This is an optimization exercise on Yosys and OpenROAD, whose aim is small area, not a production implementation.
Only simulation tests tie the RTL to the original design; equivalence was not proved.
No activity file was given, so power comes from the tool's default toggle rates.

==> design/flow/design.v <==
package eth_frame_pkg;
	typedef logic [7:0] byte_t;
	typedef logic [47:0] mac_addr_t;
	typedef logic [31:0] ip_addr_t;
	typedef logic [11-1:0] len_t;
	typedef enum logic [15:0]
	{
		ETYPE_IPV4 = 16'h0800,
		ETYPE_ARP  = 16'h0806
	} eth_type_e;
	typedef enum logic [15:0]
	{
		ARP_OP_REQUEST = 16'd1,
		ARP_OP_REPLY   = 16'd2
	} arp_op_e;
endpackage
module eth_commu
(
	input  logic        i_clk,
	input  logic        i_rst_n,
	input  logic [10:0] i_data_length,
	input  logic [7:0]  i_cur_byte,
	input  logic        i_trig_send,
	output logic        o_feed_next_byte,
	output logic        o_send_over,
	output logic [15:0] o_cmd,
	output logic [31:0] o_param,
	output logic        o_cmd_come,
	input  logic        i_cmd_finish,
	output logic        o_eth_txen,
	output logic [7:0]  o_eth_txd,
	input  logic        i_eth_rxdv,
	input  logic [7:0]  i_eth_rxd
);
	localparam logic [5:0] RX_IDLE = 6'd0;
	localparam logic [5:0] RX_FULL = 6'd58;
	localparam logic [5:0] RX_DONE = 6'd62;
	localparam logic [5:0] RX_ERR = 6'd63;
	logic [5:0] rx_st;
	logic rx_cls;               
	logic f_arp;                
	logic f_cmd;                
	logic [79:0] rx_sr;         
	logic rx_byte;
	logic rx_shift;
	logic [79:0] arp_peer;      
	logic arp_req;
	logic front_ok;
	assign front_ok = (rx_st == 6'd7) ? (i_eth_rxd == 8'hD5) :
		(i_eth_rxd == 8'h55);
	assign rx_byte = i_eth_rxdv && (rx_st >= 6'd8) && (rx_st < RX_FULL);
	always_comb
	begin
		rx_shift = 1'b0;
		if (rx_byte)
			case (rx_st)
				6'd30, 6'd31, 6'd32, 6'd33, 6'd34,
				6'd35, 6'd36, 6'd37, 6'd38, 6'd39:
					rx_shift = 1'b1;
				6'd50, 6'd51, 6'd54, 6'd55, 6'd56, 6'd57:
					rx_shift = f_cmd;
				default:
					rx_shift = 1'b0;
			endcase
	end
	always_ff @(posedge i_clk or negedge i_rst_n)
	begin
		if (!i_rst_n)
			rx_st <= RX_IDLE;
		else if (rx_st == RX_DONE)
			rx_st <= RX_IDLE;
		else if (!i_eth_rxdv)
			rx_st <= (rx_st == RX_FULL) ? RX_DONE : RX_IDLE;
		else if (rx_st == RX_ERR || (rx_st < 6'd8 && !front_ok))
			rx_st <= RX_ERR;
		else if (rx_st != RX_FULL)
			rx_st <= rx_st + 1'b1;
	end
	always_ff @(posedge i_clk)
	begin
		if (rx_shift)
			rx_sr <= {rx_sr[71:0], i_eth_rxd};
		if (rx_byte)
			case (rx_st)
				6'd8:
				begin
					f_arp <= (i_eth_rxd == 8'h02);
					f_cmd <= (i_eth_rxd == 8'hFF);
				end
				6'd9, 6'd10, 6'd11, 6'd12:
				begin
					f_arp <= f_arp && (i_eth_rxd == 8'h00);
					f_cmd <= f_cmd && (i_eth_rxd == 8'hFF);
				end
				6'd13:
				begin
					f_arp <= f_arp && (i_eth_rxd == 8'h04);
					f_cmd <= f_cmd && (i_eth_rxd == 8'hFF);
				end
				6'd20:
				begin
					f_arp <= (f_arp || f_cmd) && (i_eth_rxd == 8'h08);
					f_cmd <= (f_arp || f_cmd) && (i_eth_rxd == 8'h08);
				end
				6'd21:
				begin
					f_arp <= f_arp && (i_eth_rxd == 8'h06);
					f_cmd <= f_cmd && (i_eth_rxd == 8'h00);
				end
				6'd28: f_arp <= f_arp && (i_eth_rxd == 8'h00);
				6'd29: f_arp <= f_arp && (i_eth_rxd == 8'h01);
				6'd46: f_arp <= f_arp && (i_eth_rxd == 8'hC0);
				6'd47: f_arp <= f_arp && (i_eth_rxd == 8'hA8);
				6'd48: f_arp <= f_arp && (i_eth_rxd == 8'h01);
				6'd49: f_arp <= f_arp && (i_eth_rxd == 8'h04);
				6'd52: f_cmd <= f_cmd && (i_eth_rxd == ~rx_sr[15:8]);
				6'd53: f_cmd <= f_cmd && (i_eth_rxd == ~rx_sr[7:0]);
				default: ;
			endcase
		if (arp_req)
			arp_peer <= rx_sr;
	end
	always_ff @(posedge i_clk or negedge i_rst_n)
	begin
		if (!i_rst_n)
		begin
			rx_cls <= 1'b0;
			arp_req <= 1'b0;
			o_cmd <= '0;
			o_param <= '0;
			o_cmd_come <= 1'b0;
		end
		else
		begin
			rx_cls <= (rx_st == RX_DONE);
			arp_req <= rx_cls && f_arp;
			if (o_cmd_come && i_cmd_finish)
				o_cmd_come <= 1'b0;
			if (rx_cls && f_cmd && !o_cmd_come)
			begin
				o_cmd <= rx_sr[47:32];
				o_param <= rx_sr[31:0];
				o_cmd_come <= 1'b1;
			end
		end
	end
	localparam logic [6:0] TX_IDLE = 7'd1;
	localparam logic [6:0] TX_START = 7'd55;
	localparam logic [6:0] TX_HOLD = 7'd123;
	localparam logic [6:0] TX_PAY = 7'd106;
	logic [6:0] tx_st;
	logic trig_d;
	logic send_pend;
	logic arp_pend;
	logic udp_frame;
	logic start;
	logic [10:0] rem;           
	logic [79:0] tx_peer;       
	logic [31:0] crc;
	logic tx_data;
	logic tx_fcs;
	logic tx_pay;
	logic [5:0] idx;
	logic [10:0] pad;
	logic [15:0] fld_k;
	logic [15:0] fld_sum;
	logic [15:0] fld;
	logic [7:0] fld_byte;
	logic [7:0] hdr;
	logic [7:0] peer_byte;
	logic [7:0] mac_byte;
	logic [7:0] crc_x;
	logic [31:0] crc_t;
	assign start = (tx_st == TX_IDLE) && (arp_pend || send_pend);
	assign tx_data = tx_st[6] && (tx_st[5:2] != 4'b1111);
	assign tx_fcs = (tx_st[6:2] == 5'b11111);
	assign tx_pay = tx_data && (tx_st >= TX_PAY);
	assign idx = tx_st[5:0];
	assign o_eth_txen = tx_st[6] || (tx_st[6:3] == 4'b0111);
	assign o_feed_next_byte = tx_pay && (rem != '0);
	assign pad = (rem < 11'd18) ? 11'd18 : rem;
	assign fld_k = idx[5] ? 16'd8 : (idx[3] ? 16'h4888 : 16'd28);
	assign fld_sum = {5'd0, pad} + fld_k;
	assign fld = (idx[3] && !idx[5]) ? ~fld_sum : fld_sum;
	assign fld_byte = idx[0] ? fld[7:0] : fld[15:8];
	always_comb
	begin
		case (idx[3:0])
			4'd0: peer_byte = tx_peer[79:72];
			4'd1: peer_byte = tx_peer[71:64];
			4'd2: peer_byte = tx_peer[63:56];
			4'd3: peer_byte = tx_peer[55:48];
			4'd4: peer_byte = tx_peer[47:40];
			4'd5: peer_byte = tx_peer[39:32];
			4'd6: peer_byte = tx_peer[31:24];
			4'd7: peer_byte = tx_peer[23:16];
			4'd8: peer_byte = tx_peer[15:8];
			default: peer_byte = tx_peer[7:0];
		endcase
	end
	always_comb
	begin
		hdr = 8'h00;
		if (udp_frame)
			case (idx)
				6'd0, 6'd6: hdr = 8'h02;
				6'd5: hdr = 8'h05;
				6'd11: hdr = 8'h04;
				6'd12: hdr = 8'h08;
				6'd14: hdr = 8'h45;
				6'd16: hdr = fld_byte;
				6'd17: hdr = fld_byte;
				6'd22: hdr = 8'd128;
				6'd23: hdr = 8'h11;
				6'd24: hdr = fld_byte;
				6'd25: hdr = fld_byte;
				6'd26, 6'd30: hdr = 8'hC0;
				6'd27, 6'd31: hdr = 8'hA8;
				6'd28, 6'd32: hdr = 8'h01;
				6'd29: hdr = 8'h04;
				6'd33: hdr = 8'h05;
				6'd34, 6'd36: hdr = 8'hFE;
				6'd35, 6'd37: hdr = 8'hEF;
				6'd38: hdr = fld_byte;
				6'd39: hdr = fld_byte;
				default: hdr = 8'h00;
			endcase
		else
			case (idx)
				6'd0, 6'd1, 6'd2, 6'd3, 6'd4, 6'd5,
				6'd32, 6'd33, 6'd34, 6'd35, 6'd36, 6'd37,
				6'd38, 6'd39, 6'd40, 6'd41: hdr = peer_byte;
				6'd6, 6'd22: hdr = 8'h02;
				6'd11, 6'd19, 6'd27, 6'd31: hdr = 8'h04;
				6'd12, 6'd16: hdr = 8'h08;
				6'd13, 6'd18: hdr = 8'h06;
				6'd15, 6'd30: hdr = 8'h01;
				6'd21: hdr = 8'h02;
				6'd28: hdr = 8'hC0;
				6'd29: hdr = 8'hA8;
				default: hdr = 8'h00;
			endcase
	end
	assign mac_byte = !tx_pay ? hdr : (o_feed_next_byte ? i_cur_byte : 8'h00);
	always_comb
	begin
		if (tx_data)
			o_eth_txd = mac_byte;
		else if (tx_fcs)
			o_eth_txd = ~crc[7:0];
		else if (tx_st[6:3] == 4'b0111)
			o_eth_txd = (tx_st[2:0] == 3'd7) ? 8'hD5 : 8'h55;
		else
			o_eth_txd = 8'h00;
	end
	assign crc_x = tx_data ? (crc[7:0] ^ mac_byte) : 8'h00;
	logic p8, p9, p10, p11, p12, p13, p14, p15, p16, p17, p18, p19, p20, p21, p22, p23, p24;
	assign p8 = crc_x[0] ^ crc_x[5];
	assign p9 = crc_x[1] ^ crc_x[7];
	assign p10 = crc_x[3] ^ crc_x[6];
	assign p11 = crc_x[2] ^ p10;
	assign p12 = crc_x[4] ^ crc_x[7];
	assign p13 = crc_x[6] ^ p8;
	assign p14 = crc_x[0] ^ crc_x[4];
	assign p15 = crc_x[1] ^ crc_x[2];
	assign p16 = crc_x[1] ^ p8;
	assign p17 = crc_x[3] ^ crc_x[4];
	assign p18 = crc_x[6] ^ p9;
	assign p19 = crc_x[2] ^ crc_x[3];
	assign p20 = crc_x[4] ^ p13;
	assign p21 = crc_x[5] ^ p11;
	assign p22 = p10 ^ p12;
	assign p23 = crc_x[2] ^ p12;
	assign p24 = p9 ^ p17;
	assign crc_t[0] = crc_x[2];
	assign crc_t[1] = crc_x[0] ^ crc_x[3];
	assign crc_t[2] = crc_x[1] ^ p14;
	assign crc_t[3] = crc_x[5] ^ p15;
	assign crc_t[4] = crc_x[0] ^ p11;
	assign crc_t[5] = p24;
	assign crc_t[6] = crc_x[4] ^ crc_x[5];
	assign crc_t[7] = p13;
	assign crc_t[8] = p18;
	assign crc_t[9] = crc_x[7];
	assign crc_t[10] = crc_x[2];
	assign crc_t[11] = crc_x[3];
	assign crc_t[12] = p14;
	assign crc_t[13] = p16;
	assign crc_t[14] = crc_x[6] ^ p15;
	assign crc_t[15] = crc_x[7] ^ p19;
	assign crc_t[16] = p14 ^ p19;
	assign crc_t[17] = p16 ^ p17;
	assign crc_t[18] = p15 ^ p20;
	assign crc_t[19] = p9 ^ p21;
	assign crc_t[20] = p22;
	assign crc_t[21] = crc_x[5] ^ p23;
	assign crc_t[22] = p21;
	assign crc_t[23] = p22;
	assign crc_t[24] = p8 ^ p23;
	assign crc_t[25] = p11 ^ p16;
	assign crc_t[26] = p9 ^ p11 ^ p14;
	assign crc_t[27] = crc_x[5] ^ p24;
	assign crc_t[28] = p20;
	assign crc_t[29] = p9 ^ p13;
	assign crc_t[30] = crc_x[0] ^ p18;
	assign crc_t[31] = p9;
	always_ff @(posedge i_clk)
	begin
		crc <= {crc_t[31:24] | {8{!tx_data && !tx_fcs}}, crc_t[23:0] ^ crc[31:8]};
		if (start)
		begin
			udp_frame <= !arp_pend;
			rem <= arp_pend ? 11'd0 : i_data_length;
		end
		else if (o_feed_next_byte)
			rem <= rem - 1'b1;
		if (start && arp_pend)
			tx_peer <= arp_peer;
	end
	always_ff @(posedge i_clk or negedge i_rst_n)
	begin
		if (!i_rst_n)
		begin
			tx_st <= TX_IDLE;
			trig_d <= 1'b0;
			send_pend <= 1'b0;
			arp_pend <= 1'b0;
			o_send_over <= 1'b0;
		end
		else
		begin
			trig_d <= i_trig_send;
			o_send_over <= (tx_st == 7'd0) && udp_frame;
			if (tx_st == TX_IDLE)
				tx_st <= start ? TX_START : TX_IDLE;
			else if (tx_st == TX_HOLD && rem[10:1] != '0)
				tx_st <= TX_HOLD;
			else
				tx_st <= tx_st + 1'b1;
			if (i_trig_send && !trig_d)
				send_pend <= 1'b1;
			else if (start && !arp_pend)
				send_pend <= 1'b0;
			if (arp_req)
				arp_pend <= 1'b1;
			else if (start)
				arp_pend <= 1'b0;
		end
	end
endmodule
==> design/flow/flow/run.sh <==
#!/bin/bash
# The standard ORFS layout with three changes:
#  - the combinational logic is mapped by an area-oriented ABC script
#    (the registers come out of the standard synthesis unchanged),
#  - the port buffers are buf_1 cells,
#  - CTS uses clkbuf_8 and inserts no dummy loads.
set -e
cp -r "$FLOW_HOME/scripts" scripts_abc
cp flow/abc_area.script scripts_abc/abc_area.script
export SCRIPTS_DIR="$PWD/scripts_abc"
export ABC_AREA=1
export BUFFER_PORTS_ARGS="-buffer_cell sky130_fd_sc_hd__buf_1"
export CTS_ARGS="-sink_clustering_enable -repair_clock_nets -dont_use_dummy_load -buf_list sky130_fd_sc_hd__clkbuf_4 -sink_clustering_size 12 -sink_clustering_max_diameter 45"
bash standard.sh finish > standard.log 2>&1
==> design/flow/flow/abc_area.script <==
strash
dch -f
amap
topo
==> design/flow/standard.sh <==
#!/bin/bash
# synth_recipe.tcl (not shown) runs the flow's synth.tcl, then flattens the netlist and writes it again
# the make line also repeats each setting of config.mk as NAME=value (left out here)
make -C /OpenROAD-flow-scripts/flow DESIGN_CONFIG=/design/flow/config.mk WORK_HOME=/design/flow/orfs CLKGATE_MAP_FILE= SYNTH_SCRIPT=/design/flow/synth_recipe.tcl "${@:-finish}"
==> design/flow/config.mk <==
export PLATFORM = sky130hd
export DESIGN_NAME = eth_commu
export DESIGN_NICKNAME = eth_commu
export VERILOG_FILES = /design/flow/design.v
export SDC_FILE = /design/flow/constraint.sdc
export NUM_CORES = 4
export LEC_CHECK = 0
export CAP_MARGIN = 20
export CORE_MARGIN = 2
export CORE_UTILIZATION = 40
export SLEW_MARGIN = 20
==> design/flow/constraint.sdc <==
create_clock -name core_clock -period 8.0 [get_ports {i_clk}]
set_input_delay 1.6000 -clock core_clock [delete_from_list [all_inputs] [get_ports {i_clk}]]
set_output_delay 1.6000 -clock core_clock [all_outputs]
set_load 0.01 [all_outputs]
==> summary.log, run 1 <==
qor: logic_synthesis.synth_xor_xnor_area_share 0.00697
qor: sta.fin_crit_sh 0.848
qor: sta.setup_viol_count_final 0
qor: layout.fin_util 0.444
qor: layout.mostFrequentLayoutCell sky130_fd_sc_hd__edfxtp_1
qor: routing.totalWireLength 31800 µm
qor: worst_setup_path.regToRegSetupSlack 1220 ps
qor: floorplanning.chipHeight 190 µm
qor: cts.cts_post_setup_buffers_inserted 0
qor: worst_setup_path.kind_of_critical_path register to register
qor: power.combinationalPowerShare 0.059
qor: status.run_status timing/DRC/antenna clean
qor: global_route.gr-total-overflow 0
qor: cts.cts_hold_buf 0
qor: logic_synthesis.synthFlopType sky130_fd_sc_hd__edfxtp_1
qor: sta.worst-slew-pin-transition 1160 ps
qor: routing.vias 8911
qor: layout.drive_above_1_share 0.0549
qor: cts.clock_latency 730 ps
qor: routing.route.detailed.wl_per_inst 19.4 µm
qor: logic_synthesis.synth_top_area_cell sky130_fd_sc_hd__edfxtp_1
qor: sta.final.setup_skew 94.8 ps
qor: cts.root_buffer sky130_fd_sc_hd__clkbuf_4
qor: logic_synthesis.synth_simple_gate_area_frac 0.0790
qor: power.peakVddDrop 0.111 mV
qor: layout.multi_input_comb_area 3440 µm²
qor: cts.number_of_buffers_inserted_during_clock_tree_synthesis 45
qor: power.power.internal 2.36 mW
qor: routing.first_pass_iters 7
qor: floorplanning.initial_core_util 0.403
qor: cts.ctsHtreeMaxLevel 2
qor: layout.layout-area-overhead-vs-synth 10.1%
qor: worst_setup_path.critical_path_required 8620 ps
qor: power.power.sequential.fraction 0.678
qor: logic_synthesis.syn_inst 1034
qor: power.power_density 201 nW/µm²
qor: logic_synthesis.synth_top_family_by_area compound AO/OA/AOI/OAI gates
qor: worst_setup_path.critical_path_peak_fanout 12
qor: layout.layout.cells.most_common_list sky130_fd_sc_hd__edfxtp_1 (254), sky130_fd_sc_hd__nor2_1 (117), sky130_fd_sc_hd__clkinv_1 (114), sky130_fd_sc_hd__buf_1 (90), sky130_fd_sc_hd__dfrtp_1 (66)
qor: logic_synthesis.synth_cell_types 47
qor: routing.dr.first_iter.drc_count 708
qor: cts.tritoncts_clock_tree done
qor: floorplanning.fp.dieArea 36000 µm²
qor: global_route.pin_count_of_the_biggest_net_entering_global_routing 82
qor: floorplanning.io-pin-count 92
qor: logic_synthesis.synthMuxAreaShare 0
qor: routing.route.met3.wl 1680 µm
qor: sta.slew-limit-headroom 0.223
qor: logic_synthesis.sequential_element_share_of_the_synthesized_area 0.722
qor: global_route.antenna_found_initial 1
qor: sta.maxSlewViolCount 0
qor: worst_setup_path.worst_setup_path_end_kind register
qor: routing.met1Wirelength 14400 µm
qor: run.cap_violations 0
qor: logic_synthesis.synthesis.yosys.warnings 1
qor: routing.vias_per_cell 5.44
qor: power.power_switching_share 0.229
qor: sta.min_period 6780 ps
qor: cts.clk_transition_reported_paths 120 ps
qor: logic_synthesis.ranking_of_synthesized_cells_by_area sky130_fd_sc_hd__edfxtp_1 (55%), sky130_fd_sc_hd__dfrtp_1 (12%), sky130_fd_sc_hd__dfxtp_1 (4.6%)
qor: floorplanning.core-area 34300 µm²
qor: logic_synthesis.syn_area 13800 µm²
qor: global_route.global_route_wire_length_before_repair 49900 µm
qor: sta.maxClockFrequency 147 MHz
qor: routing.dr.max_layer_used met4
qor: power.power.switching 0.699 mW
qor: logic_synthesis.synthDominantCellAreaShare 0.552
qor: place.port_buffers 91
qor: power.static_leak 5.04 nW
qor: power.clkPwrFrac 0.263
qor: cts.clockBufferDepth 3
qor: routing.wl_met2 15100 µm
qor: routing.drcViolationCount 0
qor: worst_hold_path.worst_min_delay_path_category register to register
qor: place.detailedPlacementHpwl 21600 µm
qor: sta.setup_total_negative_slack 0 ps
qor: sta.final_hold_viol_count 0
qor: place.routabilityCongestion 0.921
qor: logic_synthesis.yosys.area_share.adder 0.0127
qor: layout.final.fill_count 3220
qor: logic_synthesis.ys_seq_elements 354
qor: logic_synthesis.postSynthNetCount 1080
qor: floorplanning.floorplan.rows 68
qor: cts.clkSinkCount 354
qor: worst_setup_path.cp_data_arrival_time 7400 ps
qor: global_route.groute.usage.overall 0.178
qor: cts.postCtsResizedCells 0
qor: routing.drt.antenna.violating_nets 0
qor: logic_synthesis.syn_avg_cell_area 13.4 µm²
qor: logic_synthesis.synth_compound_gate_area_share 0.148
qor: global_route.via_count_of_the_first_global_routing_pass 8878
qor: layout.seqCellArea 9970 µm²
qor: floorplanning.chip_width 190 µm
qor: worst_setup_path.critical_path.startpoint_type register
qor: logic_synthesis.number_of_enable_type_register_cells_in_the_synthesized_netlist 254
qor: layout.post_layout_net_count 1231
qor: logic_synthesis.synth_async_sr_flop_share 0.192
qor: sta.unrepaired_setup_endpoints_after_global_routing false
routing by layer:
layer | vias to the layer above | GRT usage
li1 | 4301 | -
met1 | 4330 | 0.246
met2 | 230 | 0.287
met3 | 50 | 0.0374
met4 | 0 | 0.0504
met5 | - | 0
worst paths after layout:
check | start | cells after the start | endpoint
setup / recovery | tx_st[0]$_DFF_PN1_ | 23 | crc[26]$_DFF_P_
setup reg to reg | tx_st[0]$_DFF_PN1_ | 23 | crc[26]$_DFF_P_
max in group asynchronous | i_rst_n | 2 | arp_req$_DFF_PN0_
min in group asynchronous | i_rst_n | 2 | o_param[23]$_DFFE_PN0P_
hold / removal | arp_peer[52]$_DFFE_PP_ | 0 | tx_peer[52]$_DFFE_PP_
hold reg to reg | arp_peer[52]$_DFFE_PP_ | 0 | tx_peer[52]$_DFFE_PP_
flip-flops by register name, indices dropped and copies added, names as in the netlist, 6 cells and up:
signal and count:
arp_peer 80, rx_sr 80, tx_peer 80, crc 32
o_param 32, o_cmd 16, rem 11, tx_st 7
rx_st 6
power by group through the flow:
stage / registers (mW) / logic (mW) / clock network, mW
3_5_place_dp: 2.11 / 0.181 / 0
2_1_floorplan: 2.12 / 0.0870 / 0
3_3_place_gp: 2.11 / 0.179 / 0
5_1_grt: 2.08 / 0.198 / 0.922
4_1_cts: 2.07 / 0.182 / 0.852
6_report: 2.07 / 0.179 / 0.803
worst max-delay path, stage by stage (launching register included):
cell and delay, ps:
sky130_fd_sc_hd__dfstp_2 610, sky130_fd_sc_hd__clkinv_1 330, sky130_fd_sc_hd__ha_1 340, sky130_fd_sc_hd__clkinv_1 110
sky130_fd_sc_hd__nor2_1 220, sky130_fd_sc_hd__nor3_1 250, sky130_fd_sc_hd__nand3_1 120, sky130_fd_sc_hd__nor3_1 460
sky130_fd_sc_hd__clkinv_1 430, sky130_fd_sc_hd__o21ai_0 490, sky130_fd_sc_hd__nor2_1 90, sky130_fd_sc_hd__nor4_1 260
sky130_fd_sc_hd__nor3_1 90, sky130_fd_sc_hd__a21oi_1 180, sky130_fd_sc_hd__clkinv_1 120, sky130_fd_sc_hd__a211oi_1 670
sky130_fd_sc_hd__clkinv_1 290, sky130_fd_sc_hd__o22ai_1 300, sky130_fd_sc_hd__clkinv_1 140, sky130_fd_sc_hd__o22ai_1 390
sky130_fd_sc_hd__clkinv_1 220, sky130_fd_sc_hd__o22ai_1 330, sky130_fd_sc_hd__clkinv_1 110, sky130_fd_sc_hd__o221ai_1 180
cell families (layout without fill, tap and decap cells):
group                    after synthesis  count (layout)
XOR/XNOR                              11              11
AO/OA/AOI/OAI                        289             289
flip-flops                           354             354
buffers and inverters                115             264
other                                  0               1
adder cells (fa/ha/maj)               14              14
AND/OR/NAND/NOR                      251             251
per-stage QoR:
step | power (mW) | cell area, µm² | setup slack (ps) | hold slack, ps | instances
after detailed placement | 2.30 | 14900 | 1170 | 405 | 1592
final | 3.06 | 15200 | 1220 | 387 | 1639
after floorplan | 2.21 | 13800 | 2040 | 400 | 1034
after CTS | 3.11 | 15200 | 1180 | 388 | 1637
after global routing | 3.20 | 15200 | 391 | 392 | 1639
after global placement | 2.29 | 14900 | 1140 | 401 | 1592
cell type report:
| class | instances | share of cell area |
|---|---|---|
| Tap cell | 455 | 0.0374 |
| Timing Repair Buffer | 105 | 0.0309 |
| Inverter | 114 | 0.0281 |
| Sequential cell | 354 | 0.655 |
| Clock buffer | 45 | 0.0222 |
| Multi-Input combinational cell | 565 | 0.226 |
| Antenna cell | 1 | 0.000164 |
Yosys cell counts, types with 9 or more instances:
library cell / count
sky130_fd_sc_hd__nand3_1: 9
sky130_fd_sc_hd__clkinv_1: 114
sky130_fd_sc_hd__edfxtp_1: 254
sky130_fd_sc_hd__a21oi_1: 45
sky130_fd_sc_hd__nor2_1: 119
sky130_fd_sc_hd__nand2_1: 53
sky130_fd_sc_hd__dfxtp_1: 32
sky130_fd_sc_hd__o221ai_1: 13
sky130_fd_sc_hd__o22ai_1: 48
sky130_fd_sc_hd__dfrtp_1: 67
sky130_fd_sc_hd__ha_1: 14
sky130_fd_sc_hd__o22a_1: 48
sky130_fd_sc_hd__nor3_1: 38
sky130_fd_sc_hd__nand4_1: 9
sky130_fd_sc_hd__a222oi_1: 22
sky130_fd_sc_hd__a211oi_1: 13
sky130_fd_sc_hd__o21ai_0: 47
sky130_fd_sc_hd__xor2_1: 11
==> run 2, diff against run 1 <==
--- a/design/flow/design.v
+++ b/design/flow/design.v
@@ -58,5 +58,5 @@
 				6'd35, 6'd36, 6'd37, 6'd38, 6'd39:
 					rx_shift = 1'b1;
-				6'd50, 6'd51, 6'd54, 6'd55, 6'd56, 6'd57:
+				6'd50, 6'd51, 6'd52, 6'd53, 6'd54, 6'd55, 6'd56, 6'd57:
 					rx_shift = f_cmd;
 				default:
@@ -114,6 +114,5 @@
 				6'd48: f_arp <= f_arp && (i_eth_rxd == 8'h01);
 				6'd49: f_arp <= f_arp && (i_eth_rxd == 8'h04);
-				6'd52: f_cmd <= f_cmd && (i_eth_rxd == ~rx_sr[15:8]);
-				6'd53: f_cmd <= f_cmd && (i_eth_rxd == ~rx_sr[7:0]);
+				6'd52, 6'd53: f_cmd <= f_cmd && (i_eth_rxd == ~rx_sr[15:8]);
 				default: ;
 			endcase
@@ -139,5 +138,5 @@
 			if (rx_cls && f_cmd && !o_cmd_come)
 			begin
-				o_cmd <= rx_sr[47:32];
+				o_cmd <= rx_sr[63:48];
 				o_param <= rx_sr[31:0];
 				o_cmd_come <= 1'b1;
--- a/design/flow/flow/run.sh
+++ b/design/flow/flow/run.sh
@@ -11,4 +11,4 @@
 export ABC_AREA=1
 export BUFFER_PORTS_ARGS="-buffer_cell sky130_fd_sc_hd__buf_1"
-export CTS_ARGS="-sink_clustering_enable -repair_clock_nets -dont_use_dummy_load -buf_list sky130_fd_sc_hd__clkbuf_4 -sink_clustering_size 12 -sink_clustering_max_diameter 45"
+export CTS_ARGS="-sink_clustering_enable -repair_clock_nets -dont_use_dummy_load -buf_list sky130_fd_sc_hd__clkbuf_8 -sink_clustering_size 20 -sink_clustering_max_diameter 60"
 bash standard.sh finish > standard.log 2>&1
==> run 2 against run 1 <==
Still clean on timing, DRC and antenna. Setup slack better by 120 ps. Area after synthesis shrank 0.30%. Cell count fell by 1.4%. Non-clock buffer count grew 2. Wire length down 1.9%. First-iteration DRC count rose by 19%. Critical endpoint is now crc[18]$_DFF_P_.
==> summary.log, run 2 <==
qor: status.run_status timing/DRC/antenna clean
qor: routing.met1Wirelength 14300 µm
qor: power.static_leak 5.02 nW
qor: worst_setup_path.path_cells clkinv_1 > ha_1 > clkinv_1 > nor2_1 > nor2_1 > nor2_1 > a2111oi_0 > nand2_1 > a21oi_1 > a41oi_1 > o21a_1 > a2111oi_0 > nor3_1 > a21oi_1 > a21oi_1 > nor2_1 > clkinv_1 > o22ai_1 > clkinv_1 > o22ai_1 > clkinv_1 > o22ai_1 > nor2_1 > a21oi_1
qor: logic_synthesis.ys_seq_elements 354
qor: logic_synthesis.synth_top_area_cell sky130_fd_sc_hd__edfxtp_1
qor: cts.tritoncts_clock_tree done
qor: sta.unrepaired_setup_endpoints_after_global_routing false
qor: logic_synthesis.synthFlopType sky130_fd_sc_hd__edfxtp_1
qor: layout.layout-area-overhead-vs-synth 10.7%
qor: logic_synthesis.synthDominantCellAreaShare 0.554
qor: logic_synthesis.ranking_of_synthesized_cells_by_area sky130_fd_sc_hd__edfxtp_1 (55%), sky130_fd_sc_hd__dfrtp_1 (12%), sky130_fd_sc_hd__dfxtp_1 (4.6%)
qor: sta.worst-slew-pin-transition 1030 ps
qor: place.detailedPlacementHpwl 21500 µm
qor: floorplanning.fp.dieArea 35900 µm²
qor: floorplanning.core-area 33700 µm²
qor: layout.post_layout_net_count 1216
qor: power.total_power 3.11 mW
qor: layout.drive_above_1_share 0.0437
qor: layout.antenna-diode-count 0
qor: place.routabilityCongestion 0.919
qor: cts.clock_latency 600 ps
qor: global_route.gr-total-overflow 0
qor: logic_synthesis.syn_inst 1033
qor: cts.clkSinkCount 354
qor: cts.postCtsResizedCells 0
qor: logic_synthesis.syn_avg_cell_area 13.3 µm²
qor: cts.cts_hold_buf 0
qor: worst_setup_path.kind_of_critical_path register to register
qor: worst_setup_path.crit_family compound AO/OA/AOI/OAI gates
qor: routing.drt.antenna.violating_nets 0
qor: worst_setup_path.critical_path_required 8520 ps
qor: sta.maxClockFrequency 150 MHz
qor: logic_synthesis.synth_async_sr_flop_share 0.192
qor: sta.timing.final.ws_setup 1340 ps
qor: logic_synthesis.synth_cell_types 42
qor: floorplanning.io-pin-count 92
qor: sta.setup_viol_count_final 0
qor: routing.route.detailed.wl_per_inst 19.3 µm
qor: routing.drcViolationCount 0
qor: sta.final_hold_viol_count 0
qor: layout.fin_util 0.452
qor: floorplanning.initial_core_util 0.409
qor: global_route.groute.usage.overall 0.175
qor: layout.layout.cells.most_common_list sky130_fd_sc_hd__edfxtp_1 (254), sky130_fd_sc_hd__clkinv_1 (115), sky130_fd_sc_hd__nor2_1 (104), sky130_fd_sc_hd__buf_1 (90), sky130_fd_sc_hd__dfrtp_1 (66)
qor: routing.totalWireLength 31200 µm
qor: logic_synthesis.sequential_element_share_of_the_synthesized_area 0.724
qor: cts.clk_transition_reported_paths 110 ps
qor: logic_synthesis.synthTopCellsByCount sky130_fd_sc_hd__edfxtp_1 (254), sky130_fd_sc_hd__clkinv_1 (115), sky130_fd_sc_hd__nor2_1 (106), sky130_fd_sc_hd__dfrtp_1 (67), sky130_fd_sc_hd__nand2_1 (61)
qor: power.peakVddDrop 0.128 mV
qor: floorplanning.chip_width 190 µm
qor: run.cap_violations 0
qor: logic_synthesis.number_of_enable_type_register_cells_in_the_synthesized_netlist 254
qor: routing.first_pass_iters 6
qor: cts.number_of_buffers_inserted_during_clock_tree_synthesis 29
qor: layout.top_regs arp_peer: 80 flops, rx_sr: 80 flops, tx_peer: 80 flops
qor: worst_setup_path.worst-path-buf-inv 5
qor: logic_synthesis.postSynthNetCount 1079
qor: sta.maxSlewViolCount 0
qor: worst_setup_path.critical_path_peak_fanout 12
qor: worst_setup_path.critical-path-max-stage-delay 610 ps
qor: layout.mostFrequentLayoutCell sky130_fd_sc_hd__edfxtp_1
qor: worst_setup_path.regToRegSetupSlack 1340 ps
qor: place.port_buffers 91
qor: floorplanning.floorplan.rows 67
qor: routing.route.met3.wl 1670 µm
qor: worst_hold_path.worst_min_delay_path_category register to register
qor: sta.setup_total_negative_slack 0 ps
qor: routing.vias_per_cell 5.46
qor: logic_synthesis.synthesis.yosys.warnings 1
qor: sta.fin_crit_sh 0.833
qor: cts.clockBufferDepth 3
qor: logic_synthesis.syn_area 13800 µm²
qor: routing.dr.first_iter.drc_count 840
qor: global_route.antenna_found_initial 0
qor: global_route.pin_count_of_the_biggest_net_entering_global_routing 82
qor: worst_setup_path.worst_setup_path_end_kind register
qor: routing.wl_met2 14800 µm
qor: worst_setup_path.critical_path.startpoint_type register
qor: layout.final.fill_count 3149
qor: cts.root_buffer sky130_fd_sc_hd__clkbuf_8
qor: worst_setup_path.cell_with_the_biggest_individual_delay_on_the_critical_path sky130_fd_sc_hd__dfstp_2
qor: global_route.global_route_wire_length_before_repair 49600 µm
qor: worst_setup_path.cp_data_arrival_time 7180 ps
qor: power.power_density 204 nW/µm²
qor: cts.ctsHtreeMaxLevel 1
qor: global_route.via_count_of_the_first_global_routing_pass 8643
qor: sta.min_period 6660 ps
qor: routing.vias 8816
qor: sta.final.setup_skew 63.5 ps
qor: cts.cts_post_setup_buffers_inserted 0
qor: place.dpl_worst_slack 1420 ps
qor: logic_synthesis.leading_cell_type_by_number_of_instances_after_synthesis sky130_fd_sc_hd__edfxtp_1
qor: sta.slew-limit-headroom 0.314
qor: routing.dr.max_layer_used met4
qor: floorplanning.chipHeight 190 µm
==> run 2: per-layer routing <==
metal	global-route usage	up-vias
li1	-	4224
met1	0.253	4311
met2	0.287	245
met3	0.0208	36
met4	0.0343	0
met5	0	-
==> run 2: final timing paths <==
path                                         from               endpoint  cells past startpoint
min in group asynchronous                 i_rst_n   o_cmd[4]$_DFFE_PN0P_                      2
max in group asynchronous                 i_rst_n   arp_pend$_DFFE_PN0P_                      2
setup / recovery               tx_st[0]$_DFF_PN1_        crc[18]$_DFF_P_                     24
hold reg to reg            arp_peer[60]$_DFFE_PP_  tx_peer[60]$_DFFE_PP_                      0
setup reg to reg               tx_st[0]$_DFF_PN1_        crc[18]$_DFF_P_                     24
hold / removal             arp_peer[60]$_DFFE_PP_  tx_peer[60]$_DFFE_PP_                      0
==> run 2: power breakdown <==
group / internal [mW] / leakage (nW) / switching, mW / total (mW)
logic: 0.0734 / 1.39 / 0.106 / 0.179
registers: 2.02 / 3.42 / 0.0459 / 2.07
clock network: 0.322 / 0.209 / 0.535 / 0.857
total: 2.42 / 5.02 / 0.687 / 3.11
==> run 2: cell families (layout without fill, tap and decap cells) <==
group           Yosys count  in the layout  share of synthesized area
flops                   354            354                      0.724
compound gates          281            281                      0.144
simple gates            258            258                     0.0819
buf+inv                 116            251                     0.0316
fa+ha+maj                14             14                     0.0127
xor+xnor                 10             10                    0.00636
==> run 2: final cells by class <==
| cell class | count | area [µm²] | area share |
|---|---|---|---|
| Clock buffer | 29 | 399 | 0.0262 |
| Inverter | 115 | 432 | 0.0283 |
| Multi-Input combinational cell | 563 | 3390 | 0.222 |
| Sequential cell | 354 | 9970 | 0.654 |
| Tap cell | 448 | 561 | 0.0368 |
| Timing Repair Buffer | 107 | 490 | 0.0322 |
==> run 2: stage by stage <==
stage | hold slack (ps) | std cells | instance area [µm²]
6_report | 368 | 1616 | 15200
5_1_grt | 367 | 1616 | 15200
2_1_floorplan | 400 | 1033 | 13800
4_1_cts | 371 | 1615 | 15200
3_5_place_dp | 405 | 1586 | 14800
3_3_place_gp | 401 | 1585 | 14800
==> run 2: worst register-to-register path, cell delays in order, from the launching register on <==
cell                        delay (ps)
sky130_fd_sc_hd__dfstp_2           610
sky130_fd_sc_hd__clkinv_1          340
sky130_fd_sc_hd__ha_1              350
sky130_fd_sc_hd__clkinv_1          110
sky130_fd_sc_hd__nor2_1            210
sky130_fd_sc_hd__nor2_1            180
sky130_fd_sc_hd__nor2_1             80
sky130_fd_sc_hd__a2111oi_0         390
sky130_fd_sc_hd__nand2_1           110
sky130_fd_sc_hd__a21oi_1           490
sky130_fd_sc_hd__a41oi_1           100
sky130_fd_sc_hd__o21a_1            170
sky130_fd_sc_hd__a2111oi_0         580
sky130_fd_sc_hd__nor3_1            190
sky130_fd_sc_hd__a21oi_1           240
sky130_fd_sc_hd__a21oi_1           100
sky130_fd_sc_hd__nor2_1            390
sky130_fd_sc_hd__clkinv_1          300
sky130_fd_sc_hd__o22ai_1           390
sky130_fd_sc_hd__clkinv_1          200
sky130_fd_sc_hd__o22ai_1           420
sky130_fd_sc_hd__clkinv_1          180
sky130_fd_sc_hd__o22ai_1           280
sky130_fd_sc_hd__nor2_1             80
sky130_fd_sc_hd__a21oi_1           120
==> run 3, diff against run 2 <==
--- a/design/flow/flow/run.sh
+++ b/design/flow/flow/run.sh
@@ -11,4 +11,4 @@
 export ABC_AREA=1
 export BUFFER_PORTS_ARGS="-buffer_cell sky130_fd_sc_hd__buf_1"
-export CTS_ARGS="-sink_clustering_enable -repair_clock_nets -dont_use_dummy_load -buf_list sky130_fd_sc_hd__clkbuf_8 -sink_clustering_size 20 -sink_clustering_max_diameter 60"
+export CTS_ARGS="-sink_clustering_enable -repair_clock_nets -dont_use_dummy_load -buf_list sky130_fd_sc_hd__clkbuf_8 -sink_clustering_size 30 -sink_clustering_max_diameter 40"
 bash standard.sh finish > standard.log 2>&1
--- a/design/flow/config.mk
+++ b/design/flow/config.mk
@@ -8,4 +8,4 @@
 export CAP_MARGIN = 20
 export CORE_MARGIN = 2
-export CORE_UTILIZATION = 40
+export CORE_UTILIZATION = 65
 export SLEW_MARGIN = 20
==> run 3 against run 2 <==
Still clean on timing, DRC and antenna. Wire length down 6.5%. Global-route usage rose by 9.1 points. Setup slack got worse by 120 ps. Die area is 38% lower. Sequential cell count unchanged. Maximum frequency is 1.7% lower. Utilization is 27 points higher. First-iteration DRC count fell by 8.0%. Register-to-register slack lost 120 ps. Via count up 2.2%. Design area fell by 0.97%. Area after synthesis stayed put. Critical path type unchanged. Largest cell class unchanged. Largest power group unchanged. Highest routed layer unchanged.
==> summary.log, run 3 <==
qor: layout.layout-area-overhead-vs-synth 9.60%
qor: worst_setup_path.worst_setup_path_end_kind register
qor: logic_synthesis.synth_top_area_cell sky130_fd_sc_hd__edfxtp_1
qor: floorplanning.fp.dieArea 22400 µm²
qor: global_route.global_route_wire_length_before_repair 45800 µm
qor: cts.number_of_buffers_inserted_during_clock_tree_synthesis 38
qor: routing.dr.first_iter.drc_count 773
qor: layout.mostFrequentLayoutCell sky130_fd_sc_hd__edfxtp_1
qor: power.peakVddDrop 0.190 mV
qor: sta.setup_total_negative_slack 0 ps
qor: logic_synthesis.syn_area 13800 µm²
qor: sta.setup_viol_count_final 0
qor: place.detailedPlacementHpwl 19800 µm
qor: logic_synthesis.leading_cell_type_by_number_of_instances_after_synthesis sky130_fd_sc_hd__edfxtp_1
qor: global_route.via_count_of_the_first_global_routing_pass 8541
qor: logic_synthesis.postSynthNetCount 1079
qor: logic_synthesis.ranking_of_synthesized_cells_by_area sky130_fd_sc_hd__edfxtp_1 (55%), sky130_fd_sc_hd__dfrtp_1 (12%), sky130_fd_sc_hd__dfxtp_1 (4.6%)
qor: floorplanning.chipHeight 150 µm
qor: routing.first_pass_iters 6
qor: sta.worst-slew-pin-transition 1090 ps
qor: floorplanning.io-pin-count 92
qor: global_route.groute.usage.overall 0.266
qor: sta.slew-limit-headroom 0.276
qor: layout.fin_area 15100 µm²
qor: worst_setup_path.critical_path_required 8390 ps
qor: worst_setup_path.cp_data_arrival_time 7170 ps
qor: cts.cts_hold_buf 0
qor: routing.totalWireLength 29200 µm
qor: global_route.pin_count_of_the_biggest_net_entering_global_routing 82
qor: routing.vias 9010
qor: logic_synthesis.synthFlopType sky130_fd_sc_hd__edfxtp_1
qor: layout.multi_input_comb_area 3390 µm²
qor: logic_synthesis.synth_async_sr_flop_share 0.192
qor: cts.clk_transition_reported_paths 120 ps
qor: worst_setup_path.critical_path.startpoint_type register
qor: run.cap_violations 0
qor: sta.min_period 6780 ps
qor: logic_synthesis.synthMuxAreaShare 0
qor: routing.drcViolationCount 0
qor: logic_synthesis.number_of_enable_type_register_cells_in_the_synthesized_netlist 254
qor: floorplanning.floorplan.rows 53
qor: worst_setup_path.critical_path_peak_fanout 12
qor: place.port_buffers 91
qor: sta.maxClockFrequency 147 MHz
qor: logic_synthesis.synth_simple_gate_area_frac 0.0819
qor: logic_synthesis.synthDominantCellAreaShare 0.554
qor: cts.clkSinkCount 354
qor: sta.unrepaired_setup_endpoints_after_global_routing false
qor: layout.fin_cells 1448
qor: logic_synthesis.syn_inst 1033
qor: logic_synthesis.synth_top_family_by_area compound AO/OA/AOI/OAI gates
qor: layout.top_regs arp_peer: 80 flops, rx_sr: 80 flops, tx_peer: 80 flops
qor: sta.maxSlewViolCount 0
qor: cts.clock_latency 570 ps
qor: place.placed_area 14600 µm²
qor: power.power_density 212 nW/µm²
qor: cts.tritoncts_clock_tree done
qor: layout.layout.cells.most_common_list sky130_fd_sc_hd__edfxtp_1 (254), sky130_fd_sc_hd__clkinv_1 (115), sky130_fd_sc_hd__nor2_1 (104), sky130_fd_sc_hd__buf_1 (90), sky130_fd_sc_hd__dfrtp_1 (66)
qor: layout.antenna-diode-count 0
qor: cts.cts_post_setup_buffers_inserted 0
qor: sta.fin_crit_sh 0.848
qor: floorplanning.chip_width 150 µm
qor: sta.final_hold_viol_count 0
qor: cts.postCtsResizedCells 0
qor: layout.seqCellArea 9970 µm²
qor: logic_synthesis.syn_avg_cell_area 13.3 µm²
qor: logic_synthesis.ys_seq_elements 354
qor: routing.drt.antenna.violating_nets 0
qor: logic_synthesis.synth_xor_xnor_area_share 0.00636
qor: layout.drive_above_1_share 0.0477
qor: worst_setup_path.kind_of_critical_path register to register
qor: worst_hold_path.worst_min_delay_path_category register to register
qor: place.routabilityCongestion 0.931
qor: sta.final.setup_skew 75.0 ps
qor: layout.post_layout_net_count 1221
qor: routing.route.detailed.wl_per_inst 20.1 µm
qor: cts.clockBufferDepth 3
qor: layout.final.fill_count 1397
qor: logic_synthesis.synthesis.yosys.warnings 1
qor: logic_synthesis.yosys.area_share.adder 0.0127
qor: routing.vias_per_cell 6.22
qor: logic_synthesis.synth_cell_types 42
qor: logic_synthesis.synth_compound_gate_area_share 0.144
qor: power.static_leak 5.06 nW
qor: status.run_status timing/DRC/antenna clean
qor: power.total_power 3.20 mW
qor: logic_synthesis.synthTopCellsByCount sky130_fd_sc_hd__edfxtp_1 (254), sky130_fd_sc_hd__clkinv_1 (115), sky130_fd_sc_hd__nor2_1 (106), sky130_fd_sc_hd__dfrtp_1 (67), sky130_fd_sc_hd__nand2_1 (61)
qor: cts.root_buffer sky130_fd_sc_hd__clkbuf_8
qor: cts.ctsHtreeMaxLevel 2
qor: floorplanning.initial_core_util 0.660
qor: global_route.antenna_found_initial 0
qor: place.placed_cells 1410
qor: floorplanning.core-area 20900 µm²
qor: logic_synthesis.sequential_element_share_of_the_synthesized_area 0.724
qor: global_route.gr-total-overflow 0
run 3: layout make-up:
| type | instances | share of cell area |
|---|---|---|
| clock buffer | 38 | 0.0346 |
| inverter | 115 | 0.0286 |
| multi-input combinational | 563 | 0.225 |
| sequential | 354 | 0.661 |
| tap | 275 | 0.0228 |
| timing repair buffer | 103 | 0.0288 |
run 3: worst paths after layout:
check	startpoint	end	slack, ps	cells after the start
worst max-delay path	tx_st[0]$_DFF_PN1_	crc[19]$_DFF_P_	1220	25
worst min-delay path	rx_sr[37]$_DFFE_PP_	rx_sr[45]$_DFFE_PP_	390	0
worst max register to register	tx_st[0]$_DFF_PN1_	crc[19]$_DFF_P_	1220	25
worst min register to register	rx_sr[37]$_DFFE_PP_	rx_sr[45]$_DFFE_PP_	390	0
max in group asynchronous	i_rst_n	arp_req$_DFF_PN0_	6010	1
min in group asynchronous	i_rst_n	tx_st[2]$_DFF_PN0_	1190	1
run 3: metal layers:
metal | GRT usage | share of wire | vias up
met5 | 0 | 0 | -
met4 | 0.0724 | 0.022 | 0
met3 | 0.0445 | 0.069 | 60
met2 | 0.436 | 0.49 | 351
met1 | 0.377 | 0.42 | 4362
li1 | - | - | 4237
run 3: cells by family after synthesis:
family                   count (synthesis)
AO/OA/AOI/OAI                          281
XOR/XNOR                                10
adder cells (fa/ha/maj)                 14
buffers and inverters                  116
flip-flops                             354
AND/OR/NAND/NOR                        258
run 3: where the power goes:
group | leakage (nW) | internal [mW] | switching [mW]
Clock | 0.273 | 0.422 | 0.532
Sequential | 3.42 | 2.02 | 0.0450
Combinational | 1.37 | 0.0728 | 0.106
run 3: critical path, cell delays in order (launching register included):
cell,delay (ps)
sky130_fd_sc_hd__dfstp_2,610
sky130_fd_sc_hd__clkinv_1,330
sky130_fd_sc_hd__ha_1,350
sky130_fd_sc_hd__clkinv_1,110
sky130_fd_sc_hd__nor2_1,60
sky130_fd_sc_hd__buf_4,190
sky130_fd_sc_hd__nor2_1,140
sky130_fd_sc_hd__nor2_1,80
sky130_fd_sc_hd__a2111oi_0,350
sky130_fd_sc_hd__nand2_1,110
sky130_fd_sc_hd__a21oi_1,550
sky130_fd_sc_hd__nor2_1,160
sky130_fd_sc_hd__nor4_1,300
sky130_fd_sc_hd__nor3_1,110
sky130_fd_sc_hd__a21oi_1,190
sky130_fd_sc_hd__clkinv_1,120
sky130_fd_sc_hd__a211oi_1,770
sky130_fd_sc_hd__clkinv_1,310
sky130_fd_sc_hd__o22ai_1,320
sky130_fd_sc_hd__clkinv_1,160
sky130_fd_sc_hd__o22ai_1,370
sky130_fd_sc_hd__clkinv_1,270
sky130_fd_sc_hd__o22ai_1,330
sky130_fd_sc_hd__nor2_1,70
sky130_fd_sc_hd__a21oi_1,170
sky130_fd_sc_hd__o21ai_0,100
run 3: per-stage QoR:
step	util	setup slack, ps	hold WS, ps
2_1_floorplan	-	2040	400
3_3_place_gp	0.698	1420	401
3_5_place_dp	0.698	1430	405
4_1_cts	0.723	1350	401
5_1_grt	0.723	527	405
6_report	0.723	1220	394
==> run 4, diff against run 3 <==
--- a/design/flow/flow/run.sh
+++ b/design/flow/flow/run.sh
@@ -11,4 +11,4 @@
 export ABC_AREA=1
 export BUFFER_PORTS_ARGS="-buffer_cell sky130_fd_sc_hd__buf_1"
-export CTS_ARGS="-sink_clustering_enable -repair_clock_nets -dont_use_dummy_load -buf_list sky130_fd_sc_hd__clkbuf_8 -sink_clustering_size 30 -sink_clustering_max_diameter 40"
+export CTS_ARGS="-sink_clustering_enable -repair_clock_nets -dont_use_dummy_load -buf_list sky130_fd_sc_hd__clkbuf_8 -sink_clustering_size 24 -sink_clustering_max_diameter 50"
 bash standard.sh finish > standard.log 2>&1
==> run 4 against run 3 <==
Sequential cell count unchanged. Critical path depth unchanged. Clock skew up 9.7 ps. Utilization down 0.59 points. Via count down 1.1%. Clock power down 13%. Register-to-register slack about the same. Critical endpoint unchanged. Largest cell class unchanged. Largest power group unchanged.
==> summary.log, run 4 <==
qor: global_route.antenna_found_initial 0
qor: cts.root_buffer sky130_fd_sc_hd__clkbuf_8
qor: logic_synthesis.synth_top_area_cell sky130_fd_sc_hd__edfxtp_1
qor: layout.drive_above_1_share 0.0404
qor: floorplanning.initial_core_util 0.660
qor: logic_synthesis.synthDominantCellAreaShare 0.554
qor: logic_synthesis.synth_xor_xnor_area_share 0.00636
qor: logic_synthesis.synthTopCellsByCount sky130_fd_sc_hd__edfxtp_1 (254), sky130_fd_sc_hd__clkinv_1 (115), sky130_fd_sc_hd__nor2_1 (106), sky130_fd_sc_hd__dfrtp_1 (67), sky130_fd_sc_hd__nand2_1 (61)
qor: logic_synthesis.sequential_element_share_of_the_synthesized_area 0.724
qor: logic_synthesis.synth_cell_types 42
qor: cts.clockBufferDepth 3
qor: sta.slew-limit-headroom 0.280
qor: logic_synthesis.syn_avg_cell_area 13.3 µm²
qor: floorplanning.floorplan.rows 53
qor: place.detailedPlacementHpwl 19800 µm
qor: power.power_density 205 nW/µm²
qor: logic_synthesis.synth_compound_gate_area_share 0.144
qor: floorplanning.io-pin-count 92
qor: cts.clock_latency 610 ps
qor: cts.tritoncts_clock_tree done
qor: sta.maxClockFrequency 147 MHz
qor: logic_synthesis.leading_cell_type_by_number_of_instances_after_synthesis sky130_fd_sc_hd__edfxtp_1
qor: logic_synthesis.synth_top_family_by_area compound AO/OA/AOI/OAI gates
qor: place.routabilityCongestion 0.931
qor: global_route.groute.usage.overall 0.262
qor: routing.first_pass_iters 7
qor: logic_synthesis.synth_simple_gate_area_frac 0.0819
qor: logic_synthesis.ys_seq_elements 354
qor: routing.vias 8914
qor: worst_setup_path.crit_top_cell sky130_fd_sc_hd__clkinv_1
qor: global_route.global_route_wire_length_before_repair 45500 µm
qor: worst_setup_path.cp_data_arrival_time 7210 ps
qor: worst_hold_path.worst_min_delay_path_category register to register
qor: routing.drt.antenna.violating_nets 0
qor: global_route.grt_use_met2 0.434
qor: logic_synthesis.yosys.area_share.adder 0.0127
qor: sta.worst-slew-pin-transition 1080 ps
qor: worst_setup_path.worst_setup_path_end_kind register
qor: place.placed_area 14600 µm²
qor: worst_setup_path.critical_path.startpoint_type register
qor: floorplanning.chip_width 150 µm
qor: layout.mostFrequentLayoutCell sky130_fd_sc_hd__edfxtp_1
qor: global_route.via_count_of_the_first_global_routing_pass 8534
qor: logic_synthesis.syn_inst 1033
qor: cts.clk_transition_reported_paths 90 ps
qor: global_route.grt_util_met3 0.0341
qor: layout.layout.cells.most_common_list sky130_fd_sc_hd__edfxtp_1 (254), sky130_fd_sc_hd__clkinv_1 (115), sky130_fd_sc_hd__nor2_1 (104), sky130_fd_sc_hd__buf_1 (90), sky130_fd_sc_hd__dfrtp_1 (66)
qor: worst_setup_path.kind_of_critical_path register to register
qor: sta.final_hold_viol_count 0
qor: worst_setup_path.critical-path-max-stage-delay 770 ps
qor: logic_synthesis.synthMuxAreaShare 0
qor: logic_synthesis.synth_async_sr_flop_share 0.192
qor: cts.cts_post_setup_buffers_inserted 0
qor: sta.setup_viol_count_final 0
qor: floorplanning.chipHeight 150 µm
qor: cts.postCtsResizedCells 0
qor: logic_synthesis.ranking_of_synthesized_cells_by_area sky130_fd_sc_hd__edfxtp_1 (55%), sky130_fd_sc_hd__dfrtp_1 (12%), sky130_fd_sc_hd__dfxtp_1 (4.6%)
qor: power.total_power 3.07 mW
qor: run.cap_violations 0
qor: sta.holdWs 391 ps
qor: global_route.busiest_layer met2
qor: logic_synthesis.number_of_enable_type_register_cells_in_the_synthesized_netlist 254
qor: worst_setup_path.cell_with_the_biggest_individual_delay_on_the_critical_path sky130_fd_sc_hd__a211oi_1
qor: worst_setup_path.regToRegSetupSlack 1210 ps
qor: global_route.gr-total-overflow 0
qor: sta.setup_total_negative_slack 0 ps
qor: layout.fin_area 15000 µm²
qor: sta.maxSlewViolCount 0
qor: place.port_buffers 91
qor: floorplanning.fp.dieArea 22400 µm²
qor: floorplanning.core-area 20900 µm²
qor: routing.totalWireLength 28900 µm
qor: sta.unrepaired_setup_endpoints_after_global_routing false
qor: routing.vias_per_cell 6.19
qor: power.peakVddDrop 0.189 mV
qor: cts.number_of_buffers_inserted_during_clock_tree_synthesis 29
qor: sta.fin_crit_sh 0.848
qor: global_route.met1_usage 0.378
qor: cts.cts_hold_buf 0
qor: layout.top_regs arp_peer: 80 flops, rx_sr: 80 flops, tx_peer: 80 flops
qor: cts.clkSinkCount 354
qor: logic_synthesis.syn_area 13800 µm²
qor: routing.route.detailed.wl_per_inst 20.1 µm
qor: worst_setup_path.critical_path_peak_fanout 12
qor: cts.ctsHtreeMaxLevel 1
qor: power.static_leak 5.00 nW
qor: logic_synthesis.postSynthNetCount 1079
qor: routing.dr.first_iter.drc_count 880
qor: sta.final.setup_skew 84.8 ps
qor: logic_synthesis.synthesis.yosys.warnings 1
qor: layout.antenna-diode-count 0
qor: sta.min_period 6790 ps
qor: logic_synthesis.synthFlopType sky130_fd_sc_hd__edfxtp_1
qor: layout.layout-area-overhead-vs-synth 8.70%
qor: layout.fin_util 0.717
qor: layout.post_layout_net_count 1212
qor: status.run_status timing/DRC/antenna clean
qor: worst_setup_path.critical_path_required 8420 ps
qor: routing.drcViolationCount 0
qor: global_route.pin_count_of_the_biggest_net_entering_global_routing 82
==> run 4: cells by family after synthesis <==
logic type / after synthesis
adder cells (fa/ha/maj): 14
XOR/XNOR: 10
flip-flops: 354
AO/OA/AOI/OAI: 281
buffers and inverters: 116
AND/OR/NAND/NOR: 258
==> run 4: metrics by stage <==
stage / cells / setup slack (ps)
finish: 1439 / 1210
global route: 1439 / 509
CTS: 1439 / 1330
detailed placement: 1410 / 1430
global placement: 1410 / 1420
floorplan: 1033 / 2040
==> run 4: critical path, delay by kind of cell, from the launching register on <==
family	cells	cell delay [ps]
AO/OA/AOI/OAI	9	3140
flip-flops	1	610
buffers and inverters	7	1500
AND/OR/NAND/NOR	8	1020
adder cells (fa/ha/maj)	1	350
==> run 4: per-layer routing <==
layer	vias to the layer above	wire (µm)
li1	4222	-
met1	4306	12300
met2	340	14100
met3	46	2020
met4	0	499
met5	-	0
==> run 4: final timing paths <==
kind	start	end	cells past startpoint
min	arp_peer[77]$_DFFE_PP_	tx_peer[77]$_DFFE_PP_	0
max	tx_st[0]$_DFF_PN1_	crc[19]$_DFF_P_	25
max in group asynchronous	i_rst_n	arp_req$_DFF_PN0_	1
max reg2reg	tx_st[0]$_DFF_PN1_	crc[19]$_DFF_P_	25
min reg2reg	arp_peer[77]$_DFFE_PP_	tx_peer[77]$_DFFE_PP_	0
min in group asynchronous	i_rst_n	send_pend$_DFFE_PN0P_	1
==> run 4: cell type report <==
class | instances | area, µm²
repair buffers | 103 | 435
clock buffers | 29 | 399
flip-flops and latches | 354 | 9970
fillers | 1427 | 5910
well taps | 275 | 344
inverters | 115 | 432
multi-input cells | 563 | 3390
==> run 4: power by group <==
| group | switching (mW) | internal, mW | leakage (nW) |
|---|---|---|---|
| combinational | 0.106 | 0.0728 | 1.37 |
| sequential | 0.0446 | 2.02 | 3.42 |
| clock | 0.506 | 0.322 | 0.209 |
| total | 0.657 | 2.42 | 5.00 |
==> run 5, diff against run 4 <==
--- a/design/flow/flow/run.sh
+++ b/design/flow/flow/run.sh
@@ -11,4 +11,4 @@
 export ABC_AREA=1
 export BUFFER_PORTS_ARGS="-buffer_cell sky130_fd_sc_hd__buf_1"
-export CTS_ARGS="-sink_clustering_enable -repair_clock_nets -dont_use_dummy_load -buf_list sky130_fd_sc_hd__clkbuf_8 -sink_clustering_size 24 -sink_clustering_max_diameter 50"
+export CTS_ARGS="-sink_clustering_enable -repair_clock_nets -dont_use_dummy_load -buf_list sky130_fd_sc_hd__clkbuf_8 -sink_clustering_size 20 -sink_clustering_max_diameter 45"
 bash standard.sh finish > standard.log 2>&1
--- a/design/flow/config.mk
+++ b/design/flow/config.mk
@@ -6,6 +6,6 @@
 export NUM_CORES = 4
 export LEC_CHECK = 0
-export CAP_MARGIN = 20
+export CAP_MARGIN = 0
 export CORE_MARGIN = 2
 export CORE_UTILIZATION = 65
-export SLEW_MARGIN = 20
+export SLEW_MARGIN = 0
==> run 5 against run 4 <==
Power up 0.90%. Count of clock-buffer cells in the layout up 2. Utilization up 0.13 points. Sequential share of layout area down 0.12 points. Cell count up 0.14%. Critical endpoint unchanged.
==> summary.log, run 5 <==
qor: status.run_status timing/DRC/antenna clean
qor: logic_synthesis.syn_area 13800 µm²
qor: floorplanning.io-pin-count 92
qor: worst_setup_path.worst_setup_path_end_kind register
qor: sta.unrepaired_setup_endpoints_after_global_routing false
qor: sta.min_period 6880 ps
qor: worst_hold_path.worst_min_delay_path_category register to register
qor: logic_synthesis.ranking_of_synthesized_cells_by_area sky130_fd_sc_hd__edfxtp_1 (55%), sky130_fd_sc_hd__dfrtp_1 (12%), sky130_fd_sc_hd__dfxtp_1 (4.6%)
qor: sta.worst-slew-pin-transition 1080 ps
qor: worst_setup_path.kind_of_critical_path register to register
qor: place.port_buffers 91
qor: routing.dr.first_iter.drc_count 830
qor: cts.root_buffer sky130_fd_sc_hd__clkbuf_8
qor: floorplanning.chipHeight 150 µm
qor: global_route.via_count_of_the_first_global_routing_pass 8506
qor: cts.clockBufferDepth 3
qor: worst_setup_path.cp_data_arrival_time 7290 ps
qor: logic_synthesis.synth_top_area_cell sky130_fd_sc_hd__edfxtp_1
qor: layout.layout.cells.most_common_list sky130_fd_sc_hd__edfxtp_1 (254), sky130_fd_sc_hd__clkinv_1 (115), sky130_fd_sc_hd__nor2_1 (104), sky130_fd_sc_hd__buf_1 (90), sky130_fd_sc_hd__dfrtp_1 (66)
qor: routing.vias 8976
qor: worst_setup_path.critical_path_required 8410 ps
qor: worst_setup_path.crit_top_cell sky130_fd_sc_hd__clkinv_1
qor: logic_synthesis.ys_seq_elements 354
qor: routing.drcViolationCount 0
qor: logic_synthesis.synthesis.yosys.warnings 1
qor: logic_synthesis.synth_cell_types 42
qor: cts.number_of_buffers_inserted_during_clock_tree_synthesis 31
qor: global_route.antenna_found_initial 0
qor: place.detailedPlacementHpwl 19800 µm
qor: floorplanning.chip_width 150 µm
qor: routing.first_pass_iters 9
qor: worst_setup_path.cell_with_the_biggest_individual_delay_on_the_critical_path sky130_fd_sc_hd__a211oi_1
qor: cts.clk_transition_reported_paths 80 ps
qor: place.placed_cells 1410
qor: layout.drive_above_1_share 0.0420
qor: cts.cts_post_setup_buffers_inserted 0
qor: sta.maxClockFrequency 145 MHz
qor: routing.totalWireLength 28900 µm
qor: logic_synthesis.synthTopCellsByCount sky130_fd_sc_hd__edfxtp_1 (254), sky130_fd_sc_hd__clkinv_1 (115), sky130_fd_sc_hd__nor2_1 (106), sky130_fd_sc_hd__dfrtp_1 (67), sky130_fd_sc_hd__nand2_1 (61)
qor: layout.antenna-diode-count 0
qor: layout.post_layout_net_count 1214
qor: global_route.gr-total-overflow 0
qor: layout.top_regs arp_peer: 80 flops, rx_sr: 80 flops, tx_peer: 80 flops
qor: sta.setup_total_negative_slack 0 ps
qor: place.placed_area 14600 µm²
qor: sta.setup_viol_count_final 0
qor: floorplanning.fp.dieArea 22400 µm²
qor: cts.tritoncts_clock_tree done
qor: cts.postCtsResizedCells 0
qor: power.static_leak 5.01 nW
qor: logic_synthesis.number_of_enable_type_register_cells_in_the_synthesized_netlist 254
qor: cts.ctsHtreeMaxLevel 1
qor: floorplanning.initial_core_util 0.660
qor: sta.holdWs 404 ps
qor: sta.final.setup_skew 82.7 ps
qor: power.peakVddDrop 0.182 mV
qor: sta.slew-limit-headroom 0.282
qor: worst_setup_path.worst-path-buf-inv 7
qor: logic_synthesis.synthDominantCellAreaShare 0.554
qor: worst_setup_path.crit_family compound AO/OA/AOI/OAI gates
qor: layout.fin_area 15000 µm²
qor: global_route.groute.usage.overall 0.262
qor: logic_synthesis.postSynthNetCount 1079
qor: global_route.pin_count_of_the_biggest_net_entering_global_routing 82
qor: sta.final_hold_viol_count 0
qor: logic_synthesis.sequential_element_share_of_the_synthesized_area 0.724
qor: cts.cts_hold_buf 0
qor: routing.vias_per_cell 6.23
qor: worst_setup_path.critical_path_peak_fanout 12
qor: place.dpl_worst_slack 1430 ps
qor: cts.clock_latency 610 ps
qor: floorplanning.floorplan.rows 53
qor: power.power_density 207 nW/µm²
qor: routing.drt.antenna.violating_nets 0
qor: layout.mostFrequentLayoutCell sky130_fd_sc_hd__edfxtp_1
qor: place.routabilityCongestion 0.931
qor: worst_setup_path.critical_path.startpoint_type register
qor: run.cap_violations 0
qor: layout.layout-area-overhead-vs-synth 8.90%
qor: layout.fin_cells 1441
qor: floorplanning.core-area 20900 µm²
qor: sta.maxSlewViolCount 0
qor: logic_synthesis.synthFlopType sky130_fd_sc_hd__edfxtp_1
qor: worst_setup_path.critical-path-max-stage-delay 800 ps
qor: sta.fin_crit_sh 0.860
qor: routing.route.detailed.wl_per_inst 20.1 µm
qor: cts.clkSinkCount 354
qor: sta.timing.final.ws_setup 1120 ps
qor: logic_synthesis.syn_avg_cell_area 13.3 µm²
qor: global_route.global_route_wire_length_before_repair 45400 µm
qor: logic_synthesis.synth_async_sr_flop_share 0.192
qor: logic_synthesis.leading_cell_type_by_number_of_instances_after_synthesis sky130_fd_sc_hd__edfxtp_1
qor: logic_synthesis.syn_inst 1033
## run 5: changes by cell type in the layout (fill, tap and decap cells not counted)
cell | previous run | this run
sky130_fd_sc_hd__buf_4 | 13 | 12
sky130_fd_sc_hd__clkbuf_4 | 0 | 1
sky130_fd_sc_hd__clkbuf_8 | 29 | 31
## run 5: layout make-up
class                      instances  area (µm²)
inverter                         115         432
multi-input combinational        563        3390
timing repair buffer             103         435
sequential                       354        9970
clock buffer                      31         427
fill                            1419        5890
tap                              275         344
## run 5: worst reg2reg max path, stage by stage (launching register included)
cell,delay (ps)
sky130_fd_sc_hd__dfstp_2,610
sky130_fd_sc_hd__clkinv_1,330
sky130_fd_sc_hd__ha_1,350
sky130_fd_sc_hd__clkinv_1,110
sky130_fd_sc_hd__nor2_1,60
sky130_fd_sc_hd__buf_4,190
sky130_fd_sc_hd__nor2_1,140
sky130_fd_sc_hd__nor2_1,80
sky130_fd_sc_hd__a2111oi_0,350
sky130_fd_sc_hd__nand2_1,100
sky130_fd_sc_hd__a21oi_1,560
sky130_fd_sc_hd__nor2_1,170
sky130_fd_sc_hd__nor4_1,310
sky130_fd_sc_hd__nor3_1,110
sky130_fd_sc_hd__a21oi_1,190
sky130_fd_sc_hd__clkinv_1,110
sky130_fd_sc_hd__a211oi_1,800
sky130_fd_sc_hd__clkinv_1,320
sky130_fd_sc_hd__o22ai_1,330
sky130_fd_sc_hd__clkinv_1,160
sky130_fd_sc_hd__o22ai_1,380
sky130_fd_sc_hd__clkinv_1,290
sky130_fd_sc_hd__o22ai_1,330
sky130_fd_sc_hd__nor2_1,70
sky130_fd_sc_hd__a21oi_1,170
sky130_fd_sc_hd__o21ai_0,100
## run 5: metrics by stage
| stage | power [mW] | utilization |
|---|---|---|
| 3_5_place_dp | 2.29 | 0.698 |
| 2_1_floorplan | 2.21 | - |
| 4_1_cts | 3.12 | 0.718 |
| 3_3_place_gp | 2.28 | 0.698 |
| 5_1_grt | 3.20 | 0.718 |
| 6_report | 3.10 | 0.718 |
## run 5: layer usage
metal  wire length [µm]  global-route usage  vias to the layer above
met1              12400               0.377                     4359
met5                  0                   0                        -
met3               1960              0.0351                       43
met2              14100               0.435                      354
li1                   -                   -                     4220
met4                504              0.0581                        0
## run 5: worst paths after layout
path | cells past startpoint | end | startpoint | slack (ps)
worst max-delay path | 25 | crc[19]$_DFF_P_ | tx_st[0]$_DFF_PN1_ | 1120
worst min-delay path | 1 | crc[17]$_DFF_P_ | crc[25]$_DFF_P_ | 400
worst max register to register | 25 | crc[19]$_DFF_P_ | tx_st[0]$_DFF_PN1_ | 1120
worst min register to register | 1 | crc[17]$_DFF_P_ | crc[25]$_DFF_P_ | 400
max in group asynchronous | 1 | arp_req$_DFF_PN0_ | i_rst_n | 5940
min in group asynchronous | 1 | o_cmd[4]$_DFFE_PN0P_ | i_rst_n | 1190
## run 5: power breakdown
part / internal (mW) / leakage (nW) / switching (mW)
sequential: 2.02 / 3.42 / 0.0445
combinational: 0.0728 / 1.37 / 0.106
clock: 0.343 / 0.223 / 0.513
total: 2.44 / 5.01 / 0.663
## run 5: cells by family after synthesis
kind of cell | Yosys count | share of synthesized area
xor gates and xnor gates | 10 | 0.00636
and+or+nand+nor | 258 | 0.0819
buffers and inverters | 116 | 0.0316
adders and majority gates | 14 | 0.0127
AOI/OAI and AO/OA | 281 | 0.144
DFF | 354 | 0.724

[what the ideal ports hide]
In the flow no input, the clock included, has a driving cell. The finished layouts below were timed again as built, in two steps.
Step 1: set_driving_cell puts a clkbuf_16 on i_clk and a buf_2 on each other input, an assumption about the parent block.
Step 2 also shifts input and output timing later by t, the mid clock arrival at the registers, as if the neighbouring blocks saw the same clock.
a / b / c = ideal / step 1 / step 2; a / b = the first two.
| run | shift t [ns] | slack for setup (ns) | worst setup path after step 2 | clock arrival spread, ns |
|---|---|---|---|---|
| run 1 | 0.729 | 1.217 / 1.217 / 1.217 | register to register | 0.101 / 0.101 |
| run 2 | 0.615 | 1.338 / 1.333 / 1.338 | register to register | 0.071 / 0.071 |
| run 3 | 0.575 | 1.220 / 1.220 / 1.220 | register to register | 0.075 / 0.075 |
| run 4 | 0.605 | 1.212 / 1.212 / 1.212 | register to register | 0.085 / 0.085 |
| run 5 | 0.613 | 1.124 / 1.124 / 1.124 | register to register | 0.083 / 0.083 |
After both steps setup and hold are still met in every run listed.
